Source: an optimization exercise on an open RTL-to-GDS flow (aim: small area). Production flows keep margins and buffers that such runs may drop. Where RTL was checked, it was by simulation tests only, not by an equivalence proof against the original. For run 2, only the layout was checked, not whether the RTL still works. Power figures rest on the tool's default switching activity, not on a simulated workload.

## config.mk

```make
export PLATFORM = sky130hd
export DESIGN_NAME = sound_top
export DESIGN_NICKNAME = sound_top
export VERILOG_FILES = /design/flow/design.v
export SDC_FILE = /design/flow/constraint.sdc
export NUM_CORES = 4
export LEC_CHECK = 0
export CAP_MARGIN = 20
export CORE_MARGIN = 2
export CORE_UTILIZATION = 60
export CTS_CLUSTER_DIAMETER = 120
export CTS_CLUSTER_SIZE = 30
export PLACE_DENSITY = 0.75
export SLEW_MARGIN = 20
export SYNTH_HIERARCHICAL = 1
```

## constraint.sdc

```tcl
create_clock -name core_clock -period 10.0 [get_ports {clock}]
set_input_delay 2.0000 -clock core_clock [delete_from_list [all_inputs] [get_ports {clock}]]
set_output_delay 2.0000 -clock core_clock [all_outputs]
set_load 0.01 [all_outputs]
```

## flow/run.sh

```bash
#!/bin/bash
# Own flow: the standard layout (standard.sh, unchanged synthesis) with the
# port buffers made from the smallest buffer cell, and clock tree synthesis
# without dummy balancing loads.
set -euo pipefail
bash standard.sh \
	BUFFER_PORTS_ARGS="-buffer_cell sky130_fd_sc_hd__buf_1" \
	CTS_ARGS="-sink_clustering_enable -repair_clock_nets -sink_clustering_size 30 -sink_clustering_max_diameter 120 -dont_use_dummy_load" \
	finish > flow_make.log 2>&1
```

## design.v

```verilog
`timescale 1ns/1ps
`default_nettype none
module sound_top (
	input  wire        clock,
	input  wire        reset,
	input  wire        ready,        
	input  wire [3:0]  game_state,
	input  wire        flash_busy,
	input  wire [7:0]  flash_data,
	output wire [22:0] flash_addr,
	output wire        flash_read,
	output logic       loaded,
	output logic [7:0] to_ac97_data
);
	localparam logic [3:0] GS_IDLE = 4'd0, GS_POP = 4'd4, GS_MISSED = 4'd9, GS_WHACKED = 4'd10;
	logic [3:0] k;         
	logic       rd;        
	logic       waiting;   
	logic [7:0] first_pop, first_missed, first_whacked;
	logic [7:0] cring [0:8];
	logic [3:0] cpos;       
	logic       cshift;     
	logic       cseek;      
	logic       at_start;   
	logic       ld_last;    
	logic       ld_done;    
	logic       arrive;     
	logic [2:0] ld_region;
	logic [3:0] ld_low;
	assign ld_last = (k == 4'd3) || (k == 4'd8) || (k == 4'd11);
	assign ld_done = (k == 4'd12);
	assign arrive  = !loaded && waiting && !flash_busy;
	always_comb begin
		if (k < 4'd4) begin
			ld_region = 3'd2; ld_low = k;
		end else if (k < 4'd9) begin
			ld_region = 3'd3; ld_low = k - 4'd4;
		end else begin
			ld_region = 3'd4; ld_low = k - 4'd9;
		end
	end
	assign flash_read = rd;
	assign flash_addr = {12'd0, loaded ? 3'd1 : ld_region, 4'd0, loaded ? k : ld_low};
	logic [1:0] prev_eff;      
	logic       prev_idle;     
	logic       cfirst;        
	logic [1:0] ctgt;          
	logic [1:0] rsel;          
	logic       clip_done;
	logic [7:0] fir_x;
	logic [1:0] eff;
	logic [3:0] clip_last;
	logic       is_effect, entering, leaving_idle, stall, idle, advance, playing;
	logic [7:0] clip_byte;     
	logic [7:0] mix;           
	logic [8:0] mix_c;
	always_comb begin
		eff       = 2'd1;
		clip_last = 4'd2;
		case (game_state)
			GS_POP: ;
			GS_MISSED:  begin eff = 2'd2; clip_last = 4'd6; end
			GS_WHACKED: begin eff = 2'd3; clip_last = 4'd8; end
			default: eff = 2'd0;
		endcase
		case (ctgt)
			2'd2:    at_start = (cpos == 4'd3);
			2'd3:    at_start = (cpos == 4'd7);
			default: at_start = (cpos == 4'd0);
		endcase
	end
	assign is_effect    = (eff != 2'd0);
	assign idle         = (game_state == GS_IDLE);
	assign entering     = is_effect && (eff != prev_eff);
	assign leaving_idle = !idle && prev_idle;
	assign stall        = flash_busy || rd || leaving_idle;
	assign advance      = ready && !stall;
	assign playing      = is_effect && !clip_done && !entering;
	assign cshift       = loaded ? ((cseek && !at_start) || (advance && playing && !cfirst && cpos != clip_last))
	                             : (arrive && k != 4'd0 && k != 4'd4 && k != 4'd9);
	always_ff @(posedge clock) begin
		rsel <= cfirst ? ctgt : 2'd0;
		if (cshift) begin
			cring[0] <= loaded ? cring[8] : flash_data;
			for (int i = 1; i < 9; i++)
				cring[i] <= cring[i-1];
		end
		if (!reset && arrive) begin
			if (k == 4'd0) first_pop     <= flash_data;
			if (k == 4'd4) first_missed  <= flash_data;
			if (k == 4'd9) first_whacked <= flash_data;
		end
		if (reset)
			cpos <= 4'd0;
		else if (loaded && cshift)
			cpos <= (cpos == 4'd8) ? 4'd0 : cpos + 4'd1;
		if (reset) begin
			k            <= 4'd0;
			rd           <= 1'b0;
			waiting      <= 1'b0;
			loaded       <= 1'b0;
			prev_eff     <= 2'd0;
			prev_idle    <= 1'b1;
			cfirst       <= 1'b1;
			ctgt         <= 2'd1;
			cseek        <= 1'b0;
			clip_done    <= 1'b1;
			fir_x        <= 8'd0;
			to_ac97_data <= 8'd0;
		end else if (!loaded) begin
			if (!rd && !waiting) begin
				if (ld_done) begin
					loaded <= 1'b1;
					k      <= 4'd0;      
				end else
					rd <= 1'b1;          
			end else if (rd && !flash_busy) begin
				rd      <= 1'b0;
				waiting <= 1'b1;
			end else if (waiting && !flash_busy) begin
				waiting <= 1'b0;
				k       <= k + 4'd1;
				if (!ld_last)
					rd <= 1'b1;
			end
		end else begin
			prev_eff  <= eff;
			prev_idle <= idle;
			if (at_start)
				cseek <= 1'b0;
			if (rd && !flash_busy)
				rd <= 1'b0;
			if (idle) begin
				k     <= 4'd0;
				rd    <= 1'b0;
				fir_x <= 8'd0;
				if (ready)
					to_ac97_data <= 8'd0;
			end else begin
				if (!flash_busy)
					fir_x <= flash_data;
				if (leaving_idle)
					rd <= 1'b1;
				if (entering) begin
					cfirst    <= 1'b1;
					ctgt      <= eff;
					cseek     <= 1'b1;
					clip_done <= 1'b0;
				end
				if (advance) begin
					k  <= k + 4'd1;
					rd <= 1'b1;
					to_ac97_data <= mix;
					if (playing) begin
						if (cfirst)
							cfirst <= 1'b0;
						else if (cpos == clip_last)
							clip_done <= 1'b1;       
					end
				end
			end
		end
	end
	logic [7:0]  ring [0:30];
	logic [7:0]  xb;           
	logic [7:0]  val;          
	logic [4:0]  r_age;        
	logic [4:0]  win;          
	logic        clear;        
	logic        act;
	logic [7:0]  mn;           
	logic        n;            
	logic [7:0]  vxn;          
	logic [17:0] sum, acc;     
	logic        cpend, cmid;  
	assign act = (win != 5'd0);
	coef_rom u_coef (.r_age(r_age), .act(act), .mn(mn), .n(n));
	sample_sel u_sel (.head(ring[30]), .xb(xb), .newest(r_age == 5'd0), .clear(clear), .n(n), .val(val), .vxn(vxn));
	wire mt_1, mt_2, mt_3, mt_4, mt_5, mt_6, mt_7, mt_8, mt_9, mt_10, mt_11, mt_12, mt_13, mt_14, mt_15, mt_16, mt_17, mt_18, mt_19, mt_20, mt_21, mt_22, mt_23, mt_24, mt_25, mt_26, mt_27, mt_28, mt_29, mt_30, mt_31, mt_32, mt_33, mt_34, mt_35, mt_36, mt_37, mt_38, mt_39, mt_40, mt_41, mt_42, mt_43, mt_44, mt_45, mt_46, mt_47, mt_48, mt_49, mt_50, mt_51, mt_52, mt_53, mt_54, mt_55, mt_56, mt_57, mt_58, mt_59, mt_60, mt_61, mt_62, mt_63, mt_64, mt_65, mt_66, mt_67, mt_68, mt_69, mt_70, mt_71, mt_72, mt_73, mt_74, mt_75, mt_76, mt_77, mt_78, mt_79, mt_80, mt_81, mt_82, mt_83, mt_84, mt_85, mt_86, mt_87, mt_88, mt_89, mt_90, mt_91, mt_92, mt_93, mt_94, mt_95, mt_96, mt_97, mt_98, mt_99, mt_100, mt_101, mt_102, mt_103, mt_104, mt_105, mt_106, mt_107, mt_108, mt_109, mt_110, mt_111, mt_112, mt_113, mt_114, mt_115, mt_116, mt_117, mt_118, mt_119, mt_120, mt_121, mt_122, mt_123, mt_124, mt_125, mt_126, mt_127, mt_128, mt_129, mt_130, mt_131, mt_132, mt_133, mt_134, mt_135, mt_136, mt_137, mt_138, mt_139, mt_140, mt_141, mt_142, mt_143;
	wire [7:0] pp0 = {vxn[7] | mn[0], ~(vxn[6:0] | {7{mn[0]}})};
	wire [7:0] pp1 = {vxn[7] | mn[1], ~(vxn[6:0] | {7{mn[1]}})};
	wire [7:0] pp2 = {vxn[7] | mn[2], ~(vxn[6:0] | {7{mn[2]}})};
	wire [7:0] pp3 = {vxn[7] | mn[3], ~(vxn[6:0] | {7{mn[3]}})};
	wire [7:0] pp4 = {vxn[7] | mn[4], ~(vxn[6:0] | {7{mn[4]}})};
	wire [7:0] pp5 = {vxn[7] | mn[5], ~(vxn[6:0] | {7{mn[5]}})};
	wire [8:0] pp6;
	assign pp6[0] = ~(vxn[0] | mn[6]);
	assign pp6[1] = ~((vxn[1] | mn[6]) & (vxn[0] | mn[7]));
	assign pp6[2] = ~((vxn[2] | mn[6]) & (vxn[1] | mn[7]));
	assign pp6[3] = ~((vxn[3] | mn[6]) & (vxn[2] | mn[7]));
	assign pp6[4] = ~((vxn[4] | mn[6]) & (vxn[3] | mn[7]));
	assign pp6[5] = ~((vxn[5] | mn[6]) & (vxn[4] | mn[7]));
	assign pp6[6] = ~((vxn[6] | mn[6]) & (vxn[5] | mn[7]));
	assign pp6[7] = ~((vxn[7] | mn[6]) & (vxn[6] | mn[7]));
	assign pp6[8] = vxn[7] | (mn[6] & mn[7]);
	ha u_mt_1 (.a(sum[5]), .b(pp0[5]), .s(mt_1), .co(mt_2));
	fa u_mt_3 (.a(sum[6]), .b(pp0[6]), .c(pp1[5]), .s(mt_3), .co(mt_4));
	ha u_mt_5 (.a(pp2[4]), .b(pp3[3]), .s(mt_5), .co(mt_6));
	fa u_mt_7 (.a(sum[7]), .b(pp0[7]), .c(pp1[6]), .s(mt_7), .co(mt_8));
	fa u_mt_9 (.a(pp2[5]), .b(pp3[4]), .c(pp4[3]), .s(mt_9), .co(mt_10));
	ha u_mt_11 (.a(pp5[2]), .b(pp6[1]), .s(mt_11), .co(mt_12));
	fa u_mt_13 (.a(sum[8]), .b(pp1[7]), .c(pp2[6]), .s(mt_13), .co(mt_14));
	fa u_mt_15 (.a(pp3[5]), .b(pp4[4]), .c(pp5[3]), .s(mt_15), .co(mt_16));
	fa u_mt_17 (.a(sum[9]), .b(pp2[7]), .c(pp3[6]), .s(mt_17), .co(mt_18));
	ha u_mt_19 (.a(sum[3]), .b(pp0[3]), .s(mt_19), .co(mt_20));
	fa u_mt_21 (.a(sum[4]), .b(pp0[4]), .c(pp1[3]), .s(mt_21), .co(mt_22));
	ha u_mt_23 (.a(pp2[2]), .b(pp3[1]), .s(mt_23), .co(mt_24));
	fa u_mt_25 (.a(mt_1), .b(pp1[4]), .c(pp2[3]), .s(mt_25), .co(mt_26));
	fa u_mt_27 (.a(pp3[2]), .b(pp4[1]), .c(pp5[0]), .s(mt_27), .co(mt_28));
	fa u_mt_29 (.a(mt_2), .b(mt_3), .c(mt_5), .s(mt_29), .co(mt_30));
	fa u_mt_31 (.a(pp4[2]), .b(pp5[1]), .c(pp6[0]), .s(mt_31), .co(mt_32));
	fa u_mt_33 (.a(mt_4), .b(mt_6), .c(mt_7), .s(mt_33), .co(mt_34));
	assign mt_35 = ~(mt_9 ^ mt_11);
	assign mt_36 = mt_9 | mt_11;
	fa u_mt_37 (.a(mt_8), .b(mt_10), .c(mt_12), .s(mt_37), .co(mt_38));
	fa u_mt_39 (.a(mt_13), .b(mt_15), .c(pp6[2]), .s(mt_39), .co(mt_40));
	fa u_mt_41 (.a(mt_14), .b(mt_16), .c(mt_17), .s(mt_41), .co(mt_42));
	fa u_mt_43 (.a(pp4[5]), .b(pp5[4]), .c(pp6[3]), .s(mt_43), .co(mt_44));
	fa u_mt_45 (.a(mt_18), .b(sum[10]), .c(pp3[7]), .s(mt_45), .co(mt_46));
	fa u_mt_47 (.a(pp4[6]), .b(pp5[5]), .c(pp6[4]), .s(mt_47), .co(mt_48));
	fa u_mt_49 (.a(sum[11]), .b(pp4[7]), .c(pp5[6]), .s(mt_49), .co(mt_50));
	ha u_mt_51 (.a(sum[2]), .b(pp0[2]), .s(mt_51), .co(mt_52));
	fa u_mt_53 (.a(mt_19), .b(pp1[2]), .c(pp2[1]), .s(mt_53), .co(mt_54));
	fa u_mt_55 (.a(mt_20), .b(mt_21), .c(mt_23), .s(mt_55), .co(mt_56));
	fa u_mt_57 (.a(mt_22), .b(mt_24), .c(mt_25), .s(mt_57), .co(mt_58));
	fa u_mt_59 (.a(mt_26), .b(mt_28), .c(mt_29), .s(mt_59), .co(mt_60));
	fa u_mt_61 (.a(mt_30), .b(mt_32), .c(mt_33), .s(mt_61), .co(mt_62));
	fa u_mt_63 (.a(mt_34), .b(mt_36), .c(mt_37), .s(mt_63), .co(mt_64));
	fa u_mt_65 (.a(mt_38), .b(mt_40), .c(mt_41), .s(mt_65), .co(mt_66));
	fa u_mt_67 (.a(mt_42), .b(mt_44), .c(mt_45), .s(mt_67), .co(mt_68));
	fa u_mt_69 (.a(mt_46), .b(mt_48), .c(mt_49), .s(mt_69), .co(mt_70));
	fa u_mt_71 (.a(mt_50), .b(sum[12]), .c(pp5[7]), .s(mt_71), .co(mt_72));
	ha u_mt_73 (.a(sum[13]), .b(pp6[7]), .s(mt_73), .co(mt_74));
	ha u_mt_75 (.a(sum[1]), .b(pp0[1]), .s(mt_75), .co(mt_76));
	fa u_mt_77 (.a(mt_51), .b(pp1[1]), .c(pp2[0]), .s(mt_77), .co(mt_78));
	fa u_mt_79 (.a(mt_52), .b(mt_53), .c(pp3[0]), .s(mt_79), .co(mt_80));
	fa u_mt_81 (.a(mt_54), .b(mt_55), .c(pp4[0]), .s(mt_81), .co(mt_82));
	fa u_mt_83 (.a(mt_56), .b(mt_57), .c(mt_27), .s(mt_83), .co(mt_84));
	fa u_mt_85 (.a(mt_58), .b(mt_59), .c(mt_31), .s(mt_85), .co(mt_86));
	fa u_mt_87 (.a(mt_60), .b(mt_61), .c(mt_35), .s(mt_87), .co(mt_88));
	fa u_mt_89 (.a(mt_62), .b(mt_63), .c(mt_39), .s(mt_89), .co(mt_90));
	fa u_mt_91 (.a(mt_64), .b(mt_65), .c(mt_43), .s(mt_91), .co(mt_92));
	fa u_mt_93 (.a(mt_66), .b(mt_67), .c(mt_47), .s(mt_93), .co(mt_94));
	fa u_mt_95 (.a(mt_68), .b(mt_69), .c(pp6[5]), .s(mt_95), .co(mt_96));
	fa u_mt_97 (.a(mt_70), .b(mt_71), .c(pp6[6]), .s(mt_97), .co(mt_98));
	assign mt_99 = ~(mt_72 ^ mt_73);
	assign mt_100 = mt_72 | mt_73;
	fa u_mt_101 (.a(mt_74), .b(sum[14]), .c(pp6[8]), .s(mt_101), .co(mt_102));
	assign mt_103 = ~sum[15];
	assign mt_104 = sum[15];
	assign mt_105 = ~sum[16];
	assign mt_106 = sum[16];
	assign mt_107 = ~sum[17];
	assign mt_108 = sum[17];
	ha u_mt_109 (.a(sum[0]), .b(pp0[0]), .s(mt_109), .co(mt_110));
	fa u_mt_111 (.a(mt_75), .b(pp1[0]), .c(mt_110), .s(mt_111), .co(mt_112));
	fa u_mt_113 (.a(mt_76), .b(mt_77), .c(mt_112), .s(mt_113), .co(mt_114));
	fa u_mt_115 (.a(mt_78), .b(mt_79), .c(mt_114), .s(mt_115), .co(mt_116));
	fa u_mt_117 (.a(mt_80), .b(mt_81), .c(mt_116), .s(mt_117), .co(mt_118));
	fa u_mt_119 (.a(mt_82), .b(mt_83), .c(mt_118), .s(mt_119), .co(mt_120));
	fa u_mt_121 (.a(mt_84), .b(mt_85), .c(mt_120), .s(mt_121), .co(mt_122));
	fa u_mt_123 (.a(mt_86), .b(mt_87), .c(mt_122), .s(mt_123), .co(mt_124));
	fa u_mt_125 (.a(mt_88), .b(mt_89), .c(mt_124), .s(mt_125), .co(mt_126));
	fa u_mt_127 (.a(mt_90), .b(mt_91), .c(mt_126), .s(mt_127), .co(mt_128));
	assign cmid = mt_128;
	fa u_mt_129 (.a(mt_92), .b(mt_93), .c(cpend), .s(mt_129), .co(mt_130));
	fa u_mt_131 (.a(mt_94), .b(mt_95), .c(mt_130), .s(mt_131), .co(mt_132));
	fa u_mt_133 (.a(mt_96), .b(mt_97), .c(mt_132), .s(mt_133), .co(mt_134));
	fa u_mt_135 (.a(mt_98), .b(mt_99), .c(mt_134), .s(mt_135), .co(mt_136));
	fa u_mt_137 (.a(mt_100), .b(mt_101), .c(mt_136), .s(mt_137), .co(mt_138));
	fa u_mt_139 (.a(mt_102), .b(mt_103), .c(mt_138), .s(mt_139), .co(mt_140));
	fa u_mt_141 (.a(mt_104), .b(mt_105), .c(mt_140), .s(mt_141), .co(mt_142));
	assign mt_143 = mt_106 ^ mt_107 ^ mt_142;
	assign acc = {mt_143, mt_141, mt_139, mt_137, mt_135, mt_133, mt_131, mt_129, mt_127, mt_125, mt_123, mt_121, mt_119, mt_117, mt_115, mt_113, mt_111, mt_109};
	always_ff @(posedge clock) begin
		if (ready)
			xb <= fir_x;
		ring[0] <= val;
		for (int i = 1; i < 31; i++)
			ring[i] <= ring[i-1];
		if (!ready)
			r_age <= (r_age == 5'd0) ? 5'd30 : r_age - 5'd1;
		if (reset) begin
			win   <= 5'd0;
			clear <= 1'b1;
			sum   <= 18'd0;
			cpend <= 1'b0;
		end else begin
			if (ready)
				win <= 5'd1;
			else if (act)
				win <= win + 5'd1;     
			if (win == 5'd31)
				clear <= 1'b0;
			if (ready) begin
				sum   <= 18'd56;
				cpend <= 1'b0;
			end else begin
				sum   <= acc;
				cpend <= cmid;
			end
		end
	end
	always_comb begin
		case (rsel)
			2'd1:    clip_byte = first_pop;
			2'd2:    clip_byte = first_missed;
			2'd3:    clip_byte = first_whacked;
			default: clip_byte = cring[8];
		endcase
		if (!playing)
			clip_byte = 8'd0;
	end
	assign mix_c[0] = cpend;
	for (genvar b = 0; b < 8; b++) begin : g_mix
		fa u_fa (.a(sum[10+b]), .b(clip_byte[b]), .c(mix_c[b]), .s(mix[b]), .co(mix_c[b+1]));
	end
endmodule
module sample_sel (
	input  wire [7:0] head,
	input  wire [7:0] xb,
	input  wire       newest,
	input  wire       clear,
	input  wire       n,
	output wire [7:0] val,
	output wire [7:0] vxn
);
	assign val = newest ? xb : (clear ? 8'd0 : head);
	assign vxn = ~(val ^ {8{n}});
endmodule
module coef_rom (
	input  wire [4:0] r_age,
	input  wire       act,
	output wire [7:0] mn,
	output wire       n
);
	assign mn[0] = ~(act & ((r_age == 5'd0) | (r_age == 5'd1) | (r_age == 5'd2) | (r_age == 5'd3) | (r_age == 5'd5) | (r_age == 5'd6) | (r_age == 5'd11) | (r_age == 5'd12) | (r_age == 5'd14) | (r_age == 5'd16) | (r_age == 5'd18) | (r_age == 5'd19) | (r_age == 5'd24) | (r_age == 5'd25) | (r_age == 5'd27) | (r_age == 5'd28) | (r_age == 5'd29) | (r_age == 5'd30)));
	assign mn[1] = ~(act & ((r_age == 5'd2) | (r_age == 5'd4) | (r_age == 5'd5) | (r_age == 5'd8) | (r_age == 5'd9) | (r_age == 5'd10) | (r_age == 5'd12) | (r_age == 5'd13) | (r_age == 5'd14) | (r_age == 5'd16) | (r_age == 5'd17) | (r_age == 5'd18) | (r_age == 5'd20) | (r_age == 5'd21) | (r_age == 5'd22) | (r_age == 5'd25) | (r_age == 5'd26) | (r_age == 5'd28)));
	assign mn[2] = ~(act & ((r_age == 5'd3) | (r_age == 5'd4) | (r_age == 5'd5) | (r_age == 5'd6) | (r_age == 5'd10) | (r_age == 5'd11) | (r_age == 5'd13) | (r_age == 5'd17) | (r_age == 5'd19) | (r_age == 5'd20) | (r_age == 5'd24) | (r_age == 5'd25) | (r_age == 5'd26) | (r_age == 5'd27)));
	assign mn[3] = ~(act & ((r_age == 5'd8) | (r_age == 5'd9) | (r_age == 5'd10) | (r_age == 5'd12) | (r_age == 5'd13) | (r_age == 5'd14) | (r_age == 5'd16) | (r_age == 5'd17) | (r_age == 5'd18) | (r_age == 5'd20) | (r_age == 5'd21) | (r_age == 5'd22)));
	assign mn[4] = ~(act & ((r_age == 5'd9) | (r_age == 5'd12) | (r_age == 5'd14) | (r_age == 5'd16) | (r_age == 5'd18) | (r_age == 5'd21)));
	assign mn[5] = ~(act & ((r_age == 5'd10) | (r_age == 5'd13) | (r_age == 5'd14) | (r_age == 5'd16) | (r_age == 5'd17) | (r_age == 5'd20)));
	assign mn[6] = ~(act & ((r_age == 5'd11) | (r_age == 5'd12) | (r_age == 5'd13) | (r_age == 5'd14) | (r_age == 5'd16) | (r_age == 5'd17) | (r_age == 5'd18) | (r_age == 5'd19)));
	assign mn[7] = ~(act & ((r_age == 5'd15)));
	assign n = act & ((r_age == 5'd0) | (r_age == 5'd1) | (r_age == 5'd2) | (r_age == 5'd3) | (r_age == 5'd4) | (r_age == 5'd5) | (r_age == 5'd6) | (r_age == 5'd24) | (r_age == 5'd25) | (r_age == 5'd26) | (r_age == 5'd27) | (r_age == 5'd28) | (r_age == 5'd29) | (r_age == 5'd30));
endmodule
module fa (
	input  wire a,
	input  wire b,
	input  wire c,
	output wire s,
	output wire co
);
	assign s  = a ^ b ^ c;
	assign co = (a & b) | (a & c) | (b & c);
endmodule
module ha (
	input  wire a,
	input  wire b,
	output wire s,
	output wire co
);
	assign s  = a ^ b;
	assign co = a & b;
endmodule
`default_nettype wire
```

## standard.sh

```bash
#!/bin/bash
# synth_recipe.tcl (not shown) runs the flow's synth.tcl, then flattens the netlist and writes it again
# the make line also repeats each setting of config.mk as NAME=value (left out here)
make -C /OpenROAD-flow-scripts/flow DESIGN_CONFIG=/design/flow/config.mk WORK_HOME=/design/flow/orfs CLKGATE_MAP_FILE= SYNTH_SCRIPT=/design/flow/synth_recipe.tcl "${@:-finish}"
```

==> results of run 1 <==
path summary, 6_finish.rpt:
path	from	end	slack [ns]	depth (start not counted)
worst max register to register	r_age[0]$_SDFFCE_PP0N_	sum[17]$_SDFF_PP0_	1.97	22
worst max-delay path	r_age[0]$_SDFFCE_PP0N_	sum[17]$_SDFF_PP0_	1.97	22
worst min register to register	ring[10][5]$_DFF_P_	ring[11][5]$_DFF_P_	0.32	0
worst min-delay path	ring[10][5]$_DFF_P_	ring[11][5]$_DFF_P_	0.32	0
worst max-delay path, cell delays in order, from the launching register on:
cell and delay [ns]:
sky130_fd_sc_hd__edfxtp_1 0.58, sky130_fd_sc_hd__inv_1 0.12, sky130_fd_sc_hd__ha_1 0.19, sky130_fd_sc_hd__nand2b_1 0.08
sky130_fd_sc_hd__or3_1 0.38, sky130_fd_sc_hd__inv_1 0.54, sky130_fd_sc_hd__o21ai_2 0.15, sky130_fd_sc_hd__xnor2_1 0.60
sky130_fd_sc_hd__nor2_1 0.16, sky130_fd_sc_hd__fa_1 0.47, sky130_fd_sc_hd__fa_1 0.43, sky130_fd_sc_hd__fa_1 0.58
sky130_fd_sc_hd__fa_1 0.45, sky130_fd_sc_hd__fa_1 0.41, sky130_fd_sc_hd__fa_1 0.39, sky130_fd_sc_hd__fa_1 0.38
sky130_fd_sc_hd__fa_1 0.39, sky130_fd_sc_hd__fa_1 0.41, sky130_fd_sc_hd__fa_1 0.40, sky130_fd_sc_hd__fa_1 0.39
sky130_fd_sc_hd__xnor2_1 0.18, sky130_fd_sc_hd__xnor2_1 0.13, sky130_fd_sc_hd__nor3_1 0.06
per-stage QoR:
stage	hold WS, ns	util (%)	setup WS (ns)
2_1_floorplan	0.310	-	2.65
3_3_place_gp	0.311	61.8	2.23
3_5_place_dp	0.312	61.8	2.02
4_1_cts	0.324	63.6	1.99
5_1_grt	0.332	63.6	1.52
6_report	0.322	63.6	1.97
Yosys stat by module, one instance, submodules excluded:
module	flops+latches	area, um2	times used	cells
coef_rom	0	337	1	53
fa	0	20.0	65	1
ha	0	12.5	9	1
sample_sel	0	238	1	34
sound_top	419	12100	1	844
cells in the final DEF (no fill, tap or decap), types with 16 or more instances in the layout:
cell type | synthesis | routed
sky130_fd_sc_hd__o21ai_0 | 17 | 17
sky130_fd_sc_hd__xnor2_1 | 17 | 17
sky130_fd_sc_hd__fa_1 | 65 | 65
sky130_fd_sc_hd__nor2_1 | 82 | 82
sky130_fd_sc_hd__clkbuf_16 | 0 | 17
sky130_fd_sc_hd__buf_1 | 3 | 31
sky130_fd_sc_hd__edfxtp_1 | 109 | 109
sky130_fd_sc_hd__a21oi_1 | 26 | 26
sky130_fd_sc_hd__inv_1 | 33 | 33
sky130_fd_sc_hd__nand2_1 | 49 | 48
sky130_fd_sc_hd__ha_1 | 26 | 26
sky130_fd_sc_hd__dfxtp_1 | 310 | 310
sky130_fd_sc_hd__conb_1 | 1 | 16
sky130_fd_sc_hd__nand3_1 | 16 | 16
sky130_fd_sc_hd__and2_1 | 19 | 19
routing by layer:
metal  GRT usage (%)  share of wire, %  vias up
li1                -                 -     3354
met1            26.3                47     3333
met2            29.1                46      130
met3            2.56               4.0       34
met4            5.32               2.8        0
met5               0                 0        -
registers in the layout (all words and copies together) (netlist names), 2 cells and up:
register and cells:
fir_x 8, first_whacked 8, xb 8, sum 18, rsel 2, cring 72, win 5, first_missed 8
ctgt 2, first_pop 8, k 4, ring 248, prev_eff 2, to_ac97_data 8, cpos 4, r_age 5
logic make-up (layout without fill, tap and decap cells):
family / after synthesis / count (layout)
AOI/OAI and AO/OA: 113 / 113
xor gates and xnor gates: 22 / 22
adders and majority gates: 91 / 91
muxes: 25 / 25
buffers and inverters: 93 / 89
DFF: 419 / 419
other: 1 / 16
and+or+nand+nor: 241 / 241
power by group through the flow:
| stage | combinational [W] | sequential, W | clock [W] |
|---|---|---|---|
| after floorplan | 0.000319 | 0.00184 | 0 |
| after CTS | 0.000410 | 0.00181 | 0.000785 |
| after detailed placement | 0.000400 | 0.00185 | 0 |
| final | 0.000404 | 0.00181 | 0.000761 |
| after global placement | 0.000397 | 0.00185 | 0 |
| after global routing | 0.000469 | 0.00182 | 0.000836 |
area by class of cell:
cell class | count | share of cell area [%]
flip-flops and latches | 419 | 64.1
multi-input cells | 508 | 28.4
well taps | 319 | 2.70
clock buffers | 17 | 2.87
repair buffers | 38 | 1.11
inverters | 34 | 0.862
==> impl_metrics.prom, run 1 <==
# TYPE chip_impl_metric gauge
chip_impl_metric{name="fp.dieW",unit="um"} 157
chip_impl_metric{name="clock_tree.buffer_depth",unit=""} 3
chip_impl_metric{name="clock_skew",unit="ns"} 0.0149
chip_impl_metric{name="power.combinational.fraction",unit="%"} 13.6
chip_impl_metric{name="power.static_leakage",unit="nW"} 5.60
chip_impl_info{name="critPathLaunchType",value="flop"} 1
chip_impl_info{name="postSynth.topFlopCell",value="sky130_fd_sc_hd__dfxtp_1"} 1
chip_impl_metric{name="final-setup-viol-count",unit=""} 0
chip_impl_metric{name="worst_skew_pair.late_latency",unit="ns"} 0.51
chip_impl_metric{name="clock_sink_count",unit=""} 419
chip_impl_metric{name="xor_and_xnor_area_share_after_synthesis",unit="%"} 1.37
chip_impl_metric{name="post_drt_via_cell_ratio",unit=""} 5.13
chip_impl_metric{name="groute.usage.overall",unit="%"} 18.2
chip_impl_metric{name="cts_htree_levels",unit=""} 1
chip_impl_metric{name="placed_area",unit="mm2"} 0.0144
chip_impl_metric{name="global_route_wire_length_before_repair",unit="mm"} 35.0
chip_impl_metric{name="total_switching_power",unit="W"} 0.000708
chip_impl_metric{name="number_of_antenna_violations_at_the_first_check_in_global_routing",unit=""} 0
chip_impl_metric{name="number_of_storage_elements_in_the_synthesis_netlist",unit=""} 419
chip_impl_info{name="synth_top_family_by_area",value="adder cells"} 1
chip_impl_metric{name="final.fill_count",unit=""} 1753
chip_impl_metric{name="first_global_vias",unit=""} 6757
chip_impl_metric{name="final_hold_viol_count",unit=""} 0
chip_impl_metric{name="mean_area_per_synthesized_cell",unit="um2"} 14.0
chip_impl_info{name="worstSetupEndpointType",value="flop"} 1
chip_impl_metric{name="largest_net_degree_at_the_start_of_global_routing",unit=""} 73
chip_impl_metric{name="num_io_pins",unit=""} 49
chip_impl_metric{name="post_synth_fa_ha_maj_area_fraction",unit="%"} 11.6
chip_impl_metric{name="vdd_drop_max",unit="uV"} 155
chip_impl_metric{name="synth_area_in_simple_gates",unit="%"} 8.49
chip_impl_info{name="synth.largest_area_cell",value="sky130_fd_sc_hd__dfxtp_1"} 1
chip_impl_metric{name="dr.first_iter.drc_count",unit=""} 397
chip_impl_metric{name="number_of_cell_rows",unit=""} 56
chip_impl_info{name="clock-root-buffer",value="sky130_fd_sc_hd__clkbuf_16"} 1
chip_impl_metric{name="layout.cells.non_filler",unit=""} 1335
chip_impl_metric{name="compound_gate_portion_of_the_synthesized_area",unit="%"} 5.46
chip_impl_info{name="synth_commonest_cells",value="310 x sky130_fd_sc_hd__dfxtp_1, 109 x sky130_fd_sc_hd__edfxtp_1, 82 x sky130_fd_sc_hd__nor2_1"} 1
chip_impl_metric{name="syn2layout_area_growth",unit="%"} 5.27
chip_impl_metric{name="seqPwrFrac",unit="%"} 60.9
chip_impl_info{name="result_of_the_run",value="complete, no violations"} 1
chip_impl_metric{name="post-dp-hpwl",unit="mm"} 14.5
chip_impl_metric{name="fp.coreArea",unit="mm2"} 0.0233
chip_impl_metric{name="cap_violations",unit=""} 0
chip_impl_metric{name="async_flop_share",unit="%"} 0
chip_impl_metric{name="count_of_buffers_inserted_at_the_top_level_ports",unit=""} 32
chip_impl_info{name="min-delay-path-class",value="flop to flop"} 1
chip_impl_metric{name="antenna_cells",unit=""} 0
chip_impl_info{name="cts_tree",value="done"} 1
chip_impl_info{name="ys_top_cells_by_area",value="sky130_fd_sc_hd__dfxtp_1 44%, sky130_fd_sc_hd__edfxtp_1 23%, sky130_fd_sc_hd__fa_1 9.3%"} 1
chip_impl_metric{name="synth_top_area_share",unit="%"} 44.1
chip_impl_metric{name="postCtsHoldBufs",unit=""} 0
chip_impl_metric{name="grt-ovfl-total",unit=""} 0
chip_impl_metric{name="cts_post_setup_buffers_inserted",unit=""} 0
chip_impl_metric{name="route.detailed.wl_per_inst",unit="um"} 16.2
chip_impl_metric{name="numPlacedInstances",unit=""} 1317
chip_impl_metric{name="gp_routability_congestion",unit=""} 0.849
chip_impl_metric{name="drive_gt1_share",unit="%"} 5.91
chip_impl_metric{name="postRouteAntennaNets",unit=""} 0
chip_impl_metric{name="power_frac_clock",unit="%"} 25.5
chip_impl_metric{name="max-slew-margin-rel",unit="%"} 36.0
chip_impl_metric{name="die-height",unit="um"} 157
chip_impl_metric{name="post_cts.resized_instances",unit=""} 0
chip_impl_info{name="yosysMostFrequentCell",value="sky130_fd_sc_hd__dfxtp_1"} 1
chip_impl_metric{name="multiInputGateArea",unit="mm2"} 0.00420
chip_impl_metric{name="netlist_area",unit="mm2"} 0.0141
chip_impl_metric{name="fin_area",unit="mm2"} 0.0148
chip_impl_metric{name="synth_cell_types",unit=""} 69
chip_impl_metric{name="seq_area_frac_synth",unit="%"} 67.4
chip_impl_metric{name="worst_slew_pin_slew",unit="ns"} 0.957
chip_impl_metric{name="netlist_instances",unit=""} 1005
chip_impl_metric{name="start_util",unit="%"} 60.4
chip_impl_metric{name="regArea",unit="mm2"} 0.00948
chip_impl_metric{name="fp.dieArea",unit="mm2"} 0.0247
chip_impl_metric{name="routed-via-count",unit=""} 6851
chip_impl_metric{name="fmax",unit="GHz"} 0.125
chip_impl_metric{name="remaining_drc_errors",unit=""} 0
chip_impl_metric{name="power.internal",unit="W"} 0.00227
chip_impl_metric{name="period_share",unit="%"} 80.3
chip_impl_metric{name="numCtsBuffers",unit=""} 17
chip_impl_metric{name="worstPathMaxFanout",unit=""} 17
chip_impl_info{name="path_class",value="flop to flop"} 1
chip_impl_metric{name="cts.clk_slew.worst_paths",unit="ns"} 0.11
chip_impl_metric{name="crit_required",unit="ns"} 10.37
chip_impl_metric{name="timing_max_transition_violations_final",unit=""} 0
chip_impl_metric{name="total_design_power",unit="W"} 0.00298
chip_impl_metric{name="drtPass1Iterations",unit=""} 4
chip_impl_metric{name="finalWorstPathRequiredPeriod",unit="ns"} 8.03
chip_impl_metric{name="design.final.nets",unit=""} 1125
chip_impl_info{name="grt_setup_unrepaired",value="false"} 1
chip_impl_metric{name="synth_warnings",unit=""} 11
chip_impl_metric{name="critical_path_arrival",unit="ns"} 8.40
chip_impl_metric{name="pwr_density_cell",unit="mW/mm2"} 201
chip_impl_metric{name="synth_mux_area_share",unit="%"} 2.56
chip_impl_metric{name="number_of_flops_mapped_to_enable_cells_by_yosys",unit=""} 109
chip_impl_metric{name="routed_wirelength",unit="mm"} 21.6
chip_impl_metric{name="sw_frac_of_total",unit="%"} 23.8
chip_impl_metric{name="finalSetupTns",unit="ns"} 0
==> inputs of run 2 (changes only) <==
--- a/design.v
+++ b/design.v
@@ -16,2 +16,3 @@
 	logic [3:0] k;         
+	logic [1:0] region;    
 	logic       rd;        
@@ -20,3 +21,5 @@
 	logic [7:0] cring [0:8];
-	logic [3:0] cpos;       
+	logic [1:0] cpos_c;     
+	logic [1:0] cpos_o;     
+	logic       cpos_end;   
 	logic       cshift;     
@@ -25,20 +28,7 @@
 	logic       ld_last;    
-	logic       ld_done;    
 	logic       arrive;     
-	logic [2:0] ld_region;
-	logic [3:0] ld_low;
-	assign ld_last = (k == 4'd3) || (k == 4'd8) || (k == 4'd11);
-	assign ld_done = (k == 4'd12);
+	assign ld_last = (region == 2'd0) ? (k == 4'd3) : (region == 2'd1) ? (k == 4'd4) : (k == 4'd2);
 	assign arrive  = !loaded && waiting && !flash_busy;
-	always_comb begin
-		if (k < 4'd4) begin
-			ld_region = 3'd2; ld_low = k;
-		end else if (k < 4'd9) begin
-			ld_region = 3'd3; ld_low = k - 4'd4;
-		end else begin
-			ld_region = 3'd4; ld_low = k - 4'd9;
-		end
-	end
 	assign flash_read = rd;
-	assign flash_addr = {12'd0, loaded ? 3'd1 : ld_region, 4'd0, loaded ? k : ld_low};
+	assign flash_addr = {12'd0, region == 2'd2, !region[1], region[0], 4'd0, k};
 	logic [1:0] prev_eff;      
@@ -51,3 +41,2 @@
 	logic [1:0] eff;
-	logic [3:0] clip_last;
 	logic       is_effect, entering, leaving_idle, stall, idle, advance, playing;
@@ -57,14 +46,13 @@
 	always_comb begin
-		eff       = 2'd1;
-		clip_last = 4'd2;
 		case (game_state)
-			GS_POP: ;
-			GS_MISSED:  begin eff = 2'd2; clip_last = 4'd6; end
-			GS_WHACKED: begin eff = 2'd3; clip_last = 4'd8; end
-			default: eff = 2'd0;
+			GS_POP:     eff = 2'd1;
+			GS_MISSED:  eff = 2'd2;
+			GS_WHACKED: eff = 2'd3;
+			default:    eff = 2'd0;
 		endcase
-		case (ctgt)
-			2'd2:    at_start = (cpos == 4'd3);
-			2'd3:    at_start = (cpos == 4'd7);
-			default: at_start = (cpos == 4'd0);
+		at_start = (cpos_c == ctgt) && (cpos_o == 2'd0);
+		case (cpos_c)
+			2'd2:    cpos_end = (cpos_o == 2'd3);
+			2'd3:    cpos_end = (cpos_o == 2'd1);
+			default: cpos_end = (cpos_o == 2'd2);
 		endcase
@@ -78,4 +66,4 @@
 	assign playing      = is_effect && !clip_done && !entering;
-	assign cshift       = loaded ? ((cseek && !at_start) || (advance && playing && !cfirst && cpos != clip_last))
-	                             : (arrive && k != 4'd0 && k != 4'd4 && k != 4'd9);
+	assign cshift       = loaded ? ((cseek && !at_start) || (advance && playing && !cfirst && !cpos_end))
+	                             : (arrive && k != 4'd0);
 	always_ff @(posedge clock) begin
@@ -88,12 +76,20 @@
 		if (!reset && arrive) begin
-			if (k == 4'd0) first_pop     <= flash_data;
-			if (k == 4'd4) first_missed  <= flash_data;
-			if (k == 4'd9) first_whacked <= flash_data;
+			if (k == 4'd0 && region == 2'd0) first_pop     <= flash_data;
+			if (k == 4'd0 && region == 2'd1) first_missed  <= flash_data;
+			if (k == 4'd0 && region == 2'd2) first_whacked <= flash_data;
 		end
 		if (reset)
-			cpos <= 4'd0;
+		begin
+			cpos_c <= 2'd1;
+			cpos_o <= 2'd0;
+		end
 		else if (loaded && cshift)
-			cpos <= (cpos == 4'd8) ? 4'd0 : cpos + 4'd1;
+		begin
+			cpos_o <= cpos_end ? 2'd0 : cpos_o + 2'd1;
+			if (cpos_end)
+				cpos_c <= (cpos_c == 2'd3) ? 2'd1 : cpos_c + 2'd1;
+		end
 		if (reset) begin
 			k            <= 4'd0;
+			region       <= 2'd0;
 			rd           <= 1'b0;
@@ -111,6 +107,5 @@
 			if (!rd && !waiting) begin
-				if (ld_done) begin
-					loaded <= 1'b1;
-					k      <= 4'd0;      
-				end else
+				if (region == 2'd3)
+					loaded <= 1'b1;      
+				else
 					rd <= 1'b1;          
@@ -121,5 +116,9 @@
 				waiting <= 1'b0;
-				k       <= k + 4'd1;
-				if (!ld_last)
+				if (ld_last) begin
+					k      <= 4'd0;
+					region <= region + 2'd1;
+				end else begin
+					k  <= k + 4'd1;
 					rd <= 1'b1;
+				end
 			end
@@ -156,3 +155,3 @@
 							cfirst <= 1'b0;
-						else if (cpos == clip_last)
+						else if (cpos_end)
 							clip_done <= 1'b1;       
==> impl_metrics.prom, run 2 <==
# TYPE chip_impl_metric gauge
chip_impl_metric{name="power.internal",unit="W"} 0.00229
chip_impl_metric{name="routed-via-count",unit=""} 6813
chip_impl_metric{name="timing_max_transition_violations_final",unit=""} 0
chip_impl_metric{name="routed_wirelength",unit="mm"} 21.0
chip_impl_metric{name="antenna_cells",unit=""} 0
chip_impl_metric{name="drtPass1Iterations",unit=""} 5
chip_impl_metric{name="start_util",unit="%"} 61.3
chip_impl_metric{name="global_route_wire_length_before_repair",unit="mm"} 34.4
chip_impl_metric{name="critical_path_arrival",unit="ns"} 8.23
chip_impl_info{name="critPathLaunchType",value="flop"} 1
chip_impl_info{name="yosysMostFrequentCell",value="sky130_fd_sc_hd__dfxtp_1"} 1
chip_impl_metric{name="finalSetupTns",unit="ns"} 0
chip_impl_metric{name="synth_top_area_share",unit="%"} 44.7
chip_impl_metric{name="synth_warnings",unit=""} 11
chip_impl_metric{name="fp.dieW",unit="um"} 157
chip_impl_metric{name="seqPwrFrac",unit="%"} 60.8
chip_impl_metric{name="largest_register_ff_count",unit=""} 248
chip_impl_metric{name="clock_sink_count",unit=""} 421
chip_impl_metric{name="total_design_power",unit="W"} 0.00300
chip_impl_info{name="biggestRegsByFlops",value="ring x248, cring x72, sum x18"} 1
chip_impl_metric{name="clock_tree.buffer_depth",unit=""} 3
chip_impl_metric{name="vdd_drop_max",unit="uV"} 139
chip_impl_metric{name="fp.dieArea",unit="mm2"} 0.0245
chip_impl_metric{name="crit_required",unit="ns"} 10.38
chip_impl_metric{name="cts_post_setup_buffers_inserted",unit=""} 0
chip_impl_metric{name="design.final.nets",unit=""} 1113
chip_impl_metric{name="max_stage_delay",unit="ns"} 0.58
chip_impl_metric{name="netlist_area",unit="mm2"} 0.0140
chip_impl_metric{name="worst_skew_pair.late_latency",unit="ns"} 0.54
chip_impl_metric{name="largest_net_degree_at_the_start_of_global_routing",unit=""} 73
chip_impl_metric{name="fmax",unit="GHz"} 0.127
chip_impl_metric{name="detailedPlace.worstSlack",unit="ns"} 2.18
chip_impl_metric{name="cts.clk_slew.worst_paths",unit="ns"} 0.12
chip_impl_metric{name="first_global_vias",unit=""} 6827
chip_impl_info{name="postSynth.topFlopCell",value="sky130_fd_sc_hd__dfxtp_1"} 1
chip_impl_metric{name="worstPathMaxFanout",unit=""} 17
chip_impl_metric{name="power.static_leakage",unit="nW"} 5.58
chip_impl_metric{name="cts_htree_levels",unit=""} 1
chip_impl_metric{name="fp.coreArea",unit="mm2"} 0.0228
chip_impl_metric{name="finalWorstPathRequiredPeriod",unit="ns"} 7.85
chip_impl_metric{name="seq_area_frac_synth",unit="%"} 68.2
chip_impl_info{name="grt_setup_unrepaired",value="false"} 1
chip_impl_metric{name="post_drt_via_cell_ratio",unit=""} 5.17
chip_impl_metric{name="route.detailed.wl_per_inst",unit="um"} 15.9
chip_impl_info{name="path_class",value="flop to flop"} 1
chip_impl_metric{name="sw_frac_of_total",unit="%"} 23.6
chip_impl_info{name="clock-root-buffer",value="sky130_fd_sc_hd__clkbuf_16"} 1
chip_impl_metric{name="cap_violations",unit=""} 0
chip_impl_metric{name="path_buf_inv",unit=""} 2
chip_impl_metric{name="power_frac_clock",unit="%"} 26.3
chip_impl_info{name="most_used_cells_in_the_layout_excluding_fill_and_tap_cells",value="312 x sky130_fd_sc_hd__dfxtp_1, 109 x sky130_fd_sc_hd__edfxtp_1, 87 x sky130_fd_sc_hd__nor2_1, 65 x sky130_fd_sc_hd__fa_1, 44 x sky130_fd_sc_hd__nand2_1"} 1
chip_impl_info{name="critical_path.most_common_cell",value="sky130_fd_sc_hd__fa_1"} 1
chip_impl_metric{name="total_switching_power",unit="W"} 0.000709
chip_impl_metric{name="remaining_drc_errors",unit=""} 0
chip_impl_metric{name="synth_cell_types",unit=""} 61
chip_impl_info{name="path_delay_family",value="adder cells"} 1
chip_impl_metric{name="max-slew-margin-rel",unit="%"} 31.2
chip_impl_info{name="synth_commonest_cells",value="312 x sky130_fd_sc_hd__dfxtp_1, 109 x sky130_fd_sc_hd__edfxtp_1, 87 x sky130_fd_sc_hd__nor2_1"} 1
chip_impl_metric{name="post_cts.resized_instances",unit=""} 0
chip_impl_metric{name="drive_gt1_share",unit="%"} 6.37
chip_impl_metric{name="worst_slew_pin_slew",unit="ns"} 1.03
chip_impl_metric{name="syn2layout_area_growth",unit="%"} 5.39
chip_impl_info{name="min-delay-path-class",value="flop to flop"} 1
chip_impl_metric{name="power.combinational.fraction",unit="%"} 13.0
chip_impl_metric{name="postRouteAntennaNets",unit=""} 0
chip_impl_metric{name="dr.first_iter.drc_count",unit=""} 470
chip_impl_metric{name="pwr_density_cell",unit="mW/mm2"} 204
chip_impl_metric{name="grt-ovfl-total",unit=""} 0
chip_impl_info{name="largest_reg_by_ff_count",value="ring"} 1
chip_impl_info{name="cts_tree",value="done"} 1
chip_impl_metric{name="number_of_antenna_violations_at_the_first_check_in_global_routing",unit=""} 0
chip_impl_info{name="ys_top_cells_by_area",value="sky130_fd_sc_hd__dfxtp_1 45%, sky130_fd_sc_hd__edfxtp_1 23%, sky130_fd_sc_hd__fa_1 9.3%"} 1
chip_impl_metric{name="layout.cells.non_filler",unit=""} 1317
chip_impl_metric{name="numCtsBuffers",unit=""} 18
chip_impl_metric{name="die-height",unit="um"} 157
chip_impl_metric{name="mean_area_per_synthesized_cell",unit="um2"} 14.1
chip_impl_metric{name="post-dp-hpwl",unit="mm"} 14.3
chip_impl_metric{name="async_flop_share",unit="%"} 0
chip_impl_metric{name="number_of_flops_mapped_to_enable_cells_by_yosys",unit=""} 109
chip_impl_metric{name="count_of_buffers_inserted_at_the_top_level_ports",unit=""} 32
chip_impl_metric{name="num_io_pins",unit=""} 49
chip_impl_info{name="slowest_stage",value="sky130_fd_sc_hd__edfxtp_1"} 1
chip_impl_metric{name="number_of_storage_elements_in_the_synthesis_netlist",unit=""} 421
chip_impl_metric{name="clock_skew",unit="ns"} 0.116
chip_impl_metric{name="final_hold_viol_count",unit=""} 0
chip_impl_info{name="timing.critical_path.cells",value="inv_1, ha_1, nand2b_1, or3_1, inv_1, o21ai_2, xnor2_1, nor2_1, fa_1, fa_1, fa_1, fa_1, fa_1, fa_1, fa_1, fa_1, fa_1, fa_1, fa_1, xnor2_1, xnor2_1, nor3_1"} 1
chip_impl_metric{name="final.setup.worst_slack",unit="ns"} 2.15
chip_impl_metric{name="groute.usage.overall",unit="%"} 17.9
chip_impl_info{name="worstSetupEndpointType",value="flop"} 1
chip_impl_metric{name="final-setup-viol-count",unit=""} 0
chip_impl_metric{name="numPlacedInstances",unit=""} 1299
chip_impl_info{name="synth.largest_area_cell",value="sky130_fd_sc_hd__dfxtp_1"} 1
chip_impl_info{name="mostFrequentLayoutCell",value="sky130_fd_sc_hd__dfxtp_1"} 1
chip_impl_metric{name="gp_routability_congestion",unit=""} 0.851
chip_impl_metric{name="number_of_cell_rows",unit=""} 55
chip_impl_info{name="result_of_the_run",value="complete, no violations"} 1
chip_impl_metric{name="postCtsHoldBufs",unit=""} 0
chip_impl_metric{name="netlist_instances",unit=""} 992
chip_impl_metric{name="period_share",unit="%"} 78.5
-- run 2: changes by cell type after synthesis, moves of 3 or more --
| cell | previous run | this run |
|---|---|---|
| sky130_fd_sc_hd__o21ai_1 | 3 | 0 |
| sky130_fd_sc_hd__nor2_1 | 82 | 87 |
| sky130_fd_sc_hd__nand2_1 | 49 | 45 |
| sky130_fd_sc_hd__mux2i_1 | 9 | 6 |
| sky130_fd_sc_hd__nor2b_1 | 13 | 6 |
| sky130_fd_sc_hd__a21oi_1 | 26 | 29 |
| sky130_fd_sc_hd__and2_1 | 19 | 22 |
| sky130_fd_sc_hd__and3_1 | 6 | 14 |
-- run 2: path summary, 6_finish.rpt --
kind / startpoint / endpoint / slack (ns) / depth (start not counted)
setup / recovery: r_age[0]$_SDFFCE_PP0N_ / sum[17]$_SDFF_PP0_ / 2.15 / 22
hold / removal: ring[3][6]$_DFF_P_ / ring[4][6]$_DFF_P_ / 0.30 / 0
setup reg to reg: r_age[0]$_SDFFCE_PP0N_ / sum[17]$_SDFF_PP0_ / 2.15 / 22
hold reg to reg: ring[3][6]$_DFF_P_ / ring[4][6]$_DFF_P_ / 0.30 / 0
-- run 2: layer usage --
layer | GRT usage [%] | wire length [um]
met2 | 30.2 | 10000
met1 | 24.3 | 9450
met4 | 5.55 | 569
met3 | 2.46 | 968
met5 | 0 | 0
-- run 2: worst register-to-register path: cells and delay by family (launching register included) --
kind,cells,cell delay (ns)
buf+inv,2,0.59
simple gates,4,0.65
flops,1,0.58
fa+ha+maj,12,4.84
compound gates,1,0.15
xor+xnor,3,0.88
-- run 2: kinds of logic (layout without fill, tap and decap cells) --
family | count (synthesis) | after routing | synth area share [%]
DFF | 421 | 421 | 68.2
adders and majority gates | 91 | 91 | 11.6
AOI/OAI and AO/OA | 97 | 97 | 4.50
muxes | 23 | 23 | 2.45
and+or+nand+nor | 244 | 244 | 8.62
xor gates and xnor gates | 23 | 23 | 1.44
other | 1 | 16 | 0.0269
buffers and inverters | 92 | 89 | 3.16
-- run 2: cell type report --
type | instances | area [um2]
clock buffers | 18 | 450
fillers | 1681 | 8060
inverters | 32 | 120
multi-input cells | 494 | 4060
flip-flops and latches | 421 | 9520
well taps | 313 | 392
repair buffers | 39 | 174
-- run 2: power by group through the flow --
stage | combinational [W] | clock, W | sequential (W)
2_1_floorplan | 0.000320 | 0 | 0.00185
3_3_place_gp | 0.000385 | 0 | 0.00186
3_5_place_dp | 0.000391 | 0 | 0.00186
4_1_cts | 0.000399 | 0.000814 | 0.00182
5_1_grt | 0.000460 | 0.000866 | 0.00183
6_report | 0.000389 | 0.000788 | 0.00182
-- run 2: metrics by stage --
step	util, %	hold slack [ns]	area (um2)
detailed placement	62.6	0.312	14300
global route	64.6	0.314	14700
global placement	62.6	0.311	14300
finish	64.6	0.301	14700
CTS	64.6	0.294	14700
floorplan	-	0.310	14000
-- run 2: modules after synthesis, one instance, submodules excluded --
module,cells inside,flops+latches
coef_rom,53,0
fa,1,0
ha,1,0
sample_sel,34,0
sound_top,831,421
==> inputs of run 3 (changes only) <==
--- a/design.v
+++ b/design.v
@@ -284,3 +284,3 @@
 			clear <= 1'b1;
-			sum   <= 18'd0;
+			sum   <= 18'd56;      
 			cpend <= 1'b0;
==> impl_metrics.prom, run 3 <==
# TYPE chip_impl_metric gauge
chip_impl_info{name="result_of_the_run",value="complete, no violations"} 1
chip_impl_metric{name="largest_net_degree_at_the_start_of_global_routing",unit=""} 73
chip_impl_metric{name="post-dp-hpwl",unit="mm"} 13.8
chip_impl_metric{name="routed-via-count",unit=""} 6715
chip_impl_metric{name="design.final.nets",unit=""} 1110
chip_impl_metric{name="number_of_antenna_violations_at_the_first_check_in_global_routing",unit=""} 0
chip_impl_info{name="critical_path.most_common_cell",value="sky130_fd_sc_hd__fa_1"} 1
chip_impl_metric{name="clock_skew",unit="ns"} 0.0787
chip_impl_info{name="largest_reg_by_ff_count",value="ring"} 1
chip_impl_metric{name="first_global_vias",unit=""} 6487
chip_impl_metric{name="cts.clk_slew.worst_paths",unit="ns"} 0.11
chip_impl_metric{name="power.combinational.fraction",unit="%"} 13.3
chip_impl_metric{name="total_switching_power",unit="W"} 0.000709
chip_impl_metric{name="routed_wirelength",unit="mm"} 20.5
chip_impl_info{name="timing.critical_path.from",value="r_age[0]$_SDFFCE_PP0N_"} 1
chip_impl_metric{name="antenna_cells",unit=""} 0
chip_impl_metric{name="fin_area",unit="mm2"} 0.0147
chip_impl_info{name="postSynth.topFlopCell",value="sky130_fd_sc_hd__dfxtp_1"} 1
chip_impl_metric{name="netlist_area",unit="mm2"} 0.0140
chip_impl_metric{name="max-slew-margin-rel",unit="%"} 34.7
chip_impl_metric{name="finalSetupTns",unit="ns"} 0
chip_impl_metric{name="crit_required",unit="ns"} 10.38
chip_impl_metric{name="netlist_instances",unit=""} 989
chip_impl_info{name="yosysMostFrequentCell",value="sky130_fd_sc_hd__dfxtp_1"} 1
chip_impl_metric{name="fp.dieArea",unit="mm2"} 0.0245
chip_impl_metric{name="post_drt_via_cell_ratio",unit=""} 5.22
chip_impl_info{name="synth.largest_area_cell",value="sky130_fd_sc_hd__dfxtp_1"} 1
chip_impl_metric{name="power_frac_clock",unit="%"} 26.1
chip_impl_metric{name="placed_area",unit="mm2"} 0.0142
chip_impl_metric{name="finalWorstPathRequiredPeriod",unit="ns"} 7.96
chip_impl_metric{name="number_of_flops_mapped_to_enable_cells_by_yosys",unit=""} 109
chip_impl_info{name="biggestRegsByFlops",value="ring x248, cring x72, sum x18"} 1
chip_impl_metric{name="drtPass1Iterations",unit=""} 5
chip_impl_metric{name="synth_cell_types",unit=""} 60
chip_impl_metric{name="seqPwrFrac",unit="%"} 60.6
chip_impl_metric{name="postCtsHoldBufs",unit=""} 0
chip_impl_info{name="r2r-start",value="r_age[0]$_SDFFCE_PP0N_"} 1
chip_impl_info{name="grt_setup_unrepaired",value="false"} 1
chip_impl_info{name="critPathLaunchType",value="flop"} 1
chip_impl_metric{name="grt-ovfl-total",unit=""} 0
chip_impl_metric{name="mean_area_per_synthesized_cell",unit="um2"} 14.1
chip_impl_info{name="cts_tree",value="done"} 1
chip_impl_metric{name="final-setup-viol-count",unit=""} 0
chip_impl_metric{name="num_io_pins",unit=""} 49
chip_impl_metric{name="worstPathMaxFanout",unit=""} 17
chip_impl_info{name="min-delay-path-class",value="flop to flop"} 1
chip_impl_metric{name="start_util",unit="%"} 61.4
chip_impl_metric{name="syn2layout_area_growth",unit="%"} 5.20
chip_impl_metric{name="synth_top_area_share",unit="%"} 44.8
chip_impl_metric{name="max_stage_delay",unit="ns"} 0.60
chip_impl_metric{name="postRouteAntennaNets",unit=""} 0
chip_impl_metric{name="numCtsBuffers",unit=""} 18
chip_impl_metric{name="regArea",unit="mm2"} 0.00952
chip_impl_metric{name="seq_area_frac_synth",unit="%"} 68.2
chip_impl_metric{name="r2r_setup_slack",unit="ns"} 2.04
chip_impl_metric{name="power.static_leakage",unit="nW"} 5.54
chip_impl_metric{name="gp_routability_congestion",unit=""} 0.809
chip_impl_metric{name="whs",unit="ns"} 0.319
chip_impl_info{name="worstSetupEndpointType",value="flop"} 1
chip_impl_metric{name="fmax",unit="GHz"} 0.126
chip_impl_info{name="slowest_stage",value="sky130_fd_sc_hd__xnor2_1"} 1
chip_impl_metric{name="fp.dieW",unit="um"} 156
chip_impl_metric{name="global_route_wire_length_before_repair",unit="mm"} 33.5
chip_impl_metric{name="pwr_density_cell",unit="mW/mm2"} 205
chip_impl_metric{name="groute.usage.overall",unit="%"} 17.4
chip_impl_metric{name="period_share",unit="%"} 79.6
chip_impl_metric{name="clock_sink_count",unit=""} 421
chip_impl_metric{name="remaining_drc_errors",unit=""} 0
chip_impl_metric{name="sw_frac_of_total",unit="%"} 23.6
chip_impl_info{name="ys_top_cells_by_area",value="sky130_fd_sc_hd__dfxtp_1 45%, sky130_fd_sc_hd__edfxtp_1 23%, sky130_fd_sc_hd__fa_1 9.3%"} 1
chip_impl_metric{name="final_hold_viol_count",unit=""} 0
chip_impl_info{name="timing.critical_path.cells",value="inv_1, ha_1, nand2b_1, or3_1, inv_1, o21ai_2, xnor2_1, nor2_1, fa_1, fa_1, fa_1, fa_1, fa_1, fa_1, fa_1, fa_1, fa_1, fa_1, fa_1, xnor2_1, xnor2_1, nor3_1"} 1
chip_impl_metric{name="final.fill_count",unit=""} 1683
chip_impl_metric{name="number_of_cell_rows",unit=""} 55
chip_impl_metric{name="dr.first_iter.drc_count",unit=""} 484
chip_impl_metric{name="fin_util",unit="%"} 64.6
chip_impl_metric{name="fp.coreArea",unit="mm2"} 0.0227
chip_impl_metric{name="die-height",unit="um"} 156
chip_impl_metric{name="reg2regPathDepth",unit=""} 22
chip_impl_metric{name="worst_skew_pair.late_latency",unit="ns"} 0.52
chip_impl_info{name="mostFrequentLayoutCell",value="sky130_fd_sc_hd__dfxtp_1"} 1
chip_impl_metric{name="largest_register_ff_count",unit=""} 248
chip_impl_info{name="path_class",value="flop to flop"} 1
chip_impl_metric{name="cts_htree_levels",unit=""} 1
chip_impl_metric{name="async_flop_share",unit="%"} 0
chip_impl_metric{name="drive_gt1_share",unit="%"} 6.29
chip_impl_info{name="clock-root-buffer",value="sky130_fd_sc_hd__clkbuf_16"} 1
chip_impl_metric{name="cts_post_setup_buffers_inserted",unit=""} 0
chip_impl_info{name="worst_setup_path_endpoint",value="sum[17]$_SDFF_PP0_"} 1
chip_impl_metric{name="post_cts.resized_instances",unit=""} 0
chip_impl_metric{name="multiInputGateArea",unit="mm2"} 0.00406
chip_impl_info{name="synth_commonest_cells",value="312 x sky130_fd_sc_hd__dfxtp_1, 109 x sky130_fd_sc_hd__edfxtp_1, 81 x sky130_fd_sc_hd__nor2_1"} 1
chip_impl_metric{name="number_of_storage_elements_in_the_synthesis_netlist",unit=""} 421
chip_impl_metric{name="critical_path_arrival",unit="ns"} 8.34
chip_impl_info{name="worstReg2RegEnd",value="sum[17]$_SDFF_PP0_"} 1
chip_impl_info{name="most_used_cells_in_the_layout_excluding_fill_and_tap_cells",value="312 x sky130_fd_sc_hd__dfxtp_1, 109 x sky130_fd_sc_hd__edfxtp_1, 81 x sky130_fd_sc_hd__nor2_1, 65 x sky130_fd_sc_hd__fa_1, 44 x sky130_fd_sc_hd__nand2_1"} 1
chip_impl_metric{name="power.internal",unit="W"} 0.00229
chip_impl_metric{name="synth_warnings",unit=""} 11
chip_impl_metric{name="route.detailed.wl_per_inst",unit="um"} 15.9
chip_impl_metric{name="total_design_power",unit="W"} 0.00300
chip_impl_metric{name="timing_max_transition_violations_final",unit=""} 0
chip_impl_metric{name="count_of_buffers_inserted_at_the_top_level_ports",unit=""} 32
chip_impl_metric{name="worst_slew_pin_slew",unit="ns"} 0.976
chip_impl_metric{name="vdd_drop_max",unit="uV"} 153
chip_impl_metric{name="clock_tree.buffer_depth",unit=""} 3
chip_impl_metric{name="cap_violations",unit=""} 0
[run 3: metal layers]
layer  track usage, %  up-vias  share of wire [%]
met5                0        -                  0
met4             3.67        0                1.8
met3             2.82       25                4.1
met2             27.2      120                 46
met1             26.0     3283                 48
li1                 -     3287                  -
[run 3: layout make-up]
cell class	instances	share of cell area [%]
flip-flops and latches	421	64.9
multi-input cells	491	27.6
clock buffers	18	3.07
well taps	285	2.43
repair buffers	39	1.18
inverters	32	0.818
[run 3: per-stage QoR]
stage | worst slack (ns) | instances
6_report | 2.04 | 1286
3_3_place_gp | 2.33 | 1268
3_5_place_dp | 2.09 | 1268
5_1_grt | 1.54 | 1286
2_1_floorplan | 2.65 | 1004
4_1_cts | 2.04 | 1286
[run 3: worst min path at each step]
stage	from	depth (start not counted)	slack [ns]	end
after global routing	ring[23][5]$_DFF_P_	0	0.32	ring[24][5]$_DFF_P_
after CTS	ring[26][4]$_DFF_P_	0	0.32	ring[27][4]$_DFF_P_
after global placement	ring[0][0]$_DFF_P_	0	0.31	ring[1][0]$_DFF_P_
after floorplan	ring[9][0]$_DFF_P_	0	0.31	ring[10][0]$_DFF_P_
after detailed placement	ring[8][5]$_DFF_P_	0	0.31	ring[9][5]$_DFF_P_
final	ring[26][4]$_DFF_P_	0	0.32	ring[27][4]$_DFF_P_
[run 3: per-module statistics from Yosys (local to each module, per instance)]
module	area (um2)	cells	times used	flops+latches
sample_sel	238	34	1	0
ha	12.5	1	9	0
coef_rom	337	53	1	0
sound_top	12000	828	1	421
fa	20.0	1	65	0
[run 3: cell families after synthesis]
logic type / share of synthesized area, %
AO/OA/AOI/OAI: 4.50
XOR/XNOR: 1.44
adder cells (fa/ha/maj): 11.7
buffers and inverters: 3.11
flip-flops: 68.2
multiplexers: 2.45
other: 0.0269
AND/OR/NAND/NOR: 8.57
[run 3: power by group through the flow]
stage	sequential (W)	combinational [W]	clock (W)
3_3_place_gp	0.00186	0.000382	0
4_1_cts	0.00182	0.000408	0.000813
3_5_place_dp	0.00186	0.000402	0
5_1_grt	0.00183	0.000476	0.000871
2_1_floorplan	0.00184	0.000322	0
6_report	0.00182	0.000399	0.000785
[run 3: critical path, delay by kind of cell, from the launching register on]
kind | cells | cell delay [ns]
AO/OA/AOI/OAI | 1 | 0.14
XOR/XNOR | 3 | 0.92
adder cells (fa/ha/maj) | 12 | 4.89
buffers and inverters | 2 | 0.60
flip-flops | 1 | 0.58
AND/OR/NAND/NOR | 4 | 0.66

## static timing again, ports no longer ideal
The flow's constraints put no driver on any port. The routed layouts listed below were extracted and timed again, unchanged, in two steps.
Step 1, drivers: a clkbuf_16 drives clock and a buf_2 each remaining input, both assumed.
Step 2 adds t to the input delays and takes it off the output delays; t is the mean of the earliest and latest rising clock arrival at the registers after step 1. Input paths then give back, and output paths get back, about the clock's delay inside the block.
Slacks: ideal / step 1 / step 2; pairs: ideal / step 1.
| run | t (ns) | setup slack, ns | hold slack, ns | worst setup path at the end | slew at the worst register clock pin (ns) |
|---|---|---|---|---|---|
| run 1 | 0.548 | 1.970 / 1.970 / 1.970 | 0.322 / 0.322 / 0.322 | register to register | 0.11 / 0.11 |
| run 2 | 0.525 | 2.145 / 2.145 / 2.145 | 0.301 / 0.301 / 0.301 | register to register | 0.12 / 0.12 |
| run 3 | 0.525 | 2.038 / 2.038 / 2.038 | 0.319 / 0.319 / 0.319 | register to register | 0.11 / 0.11 |
After both steps every run listed still meets setup and hold.
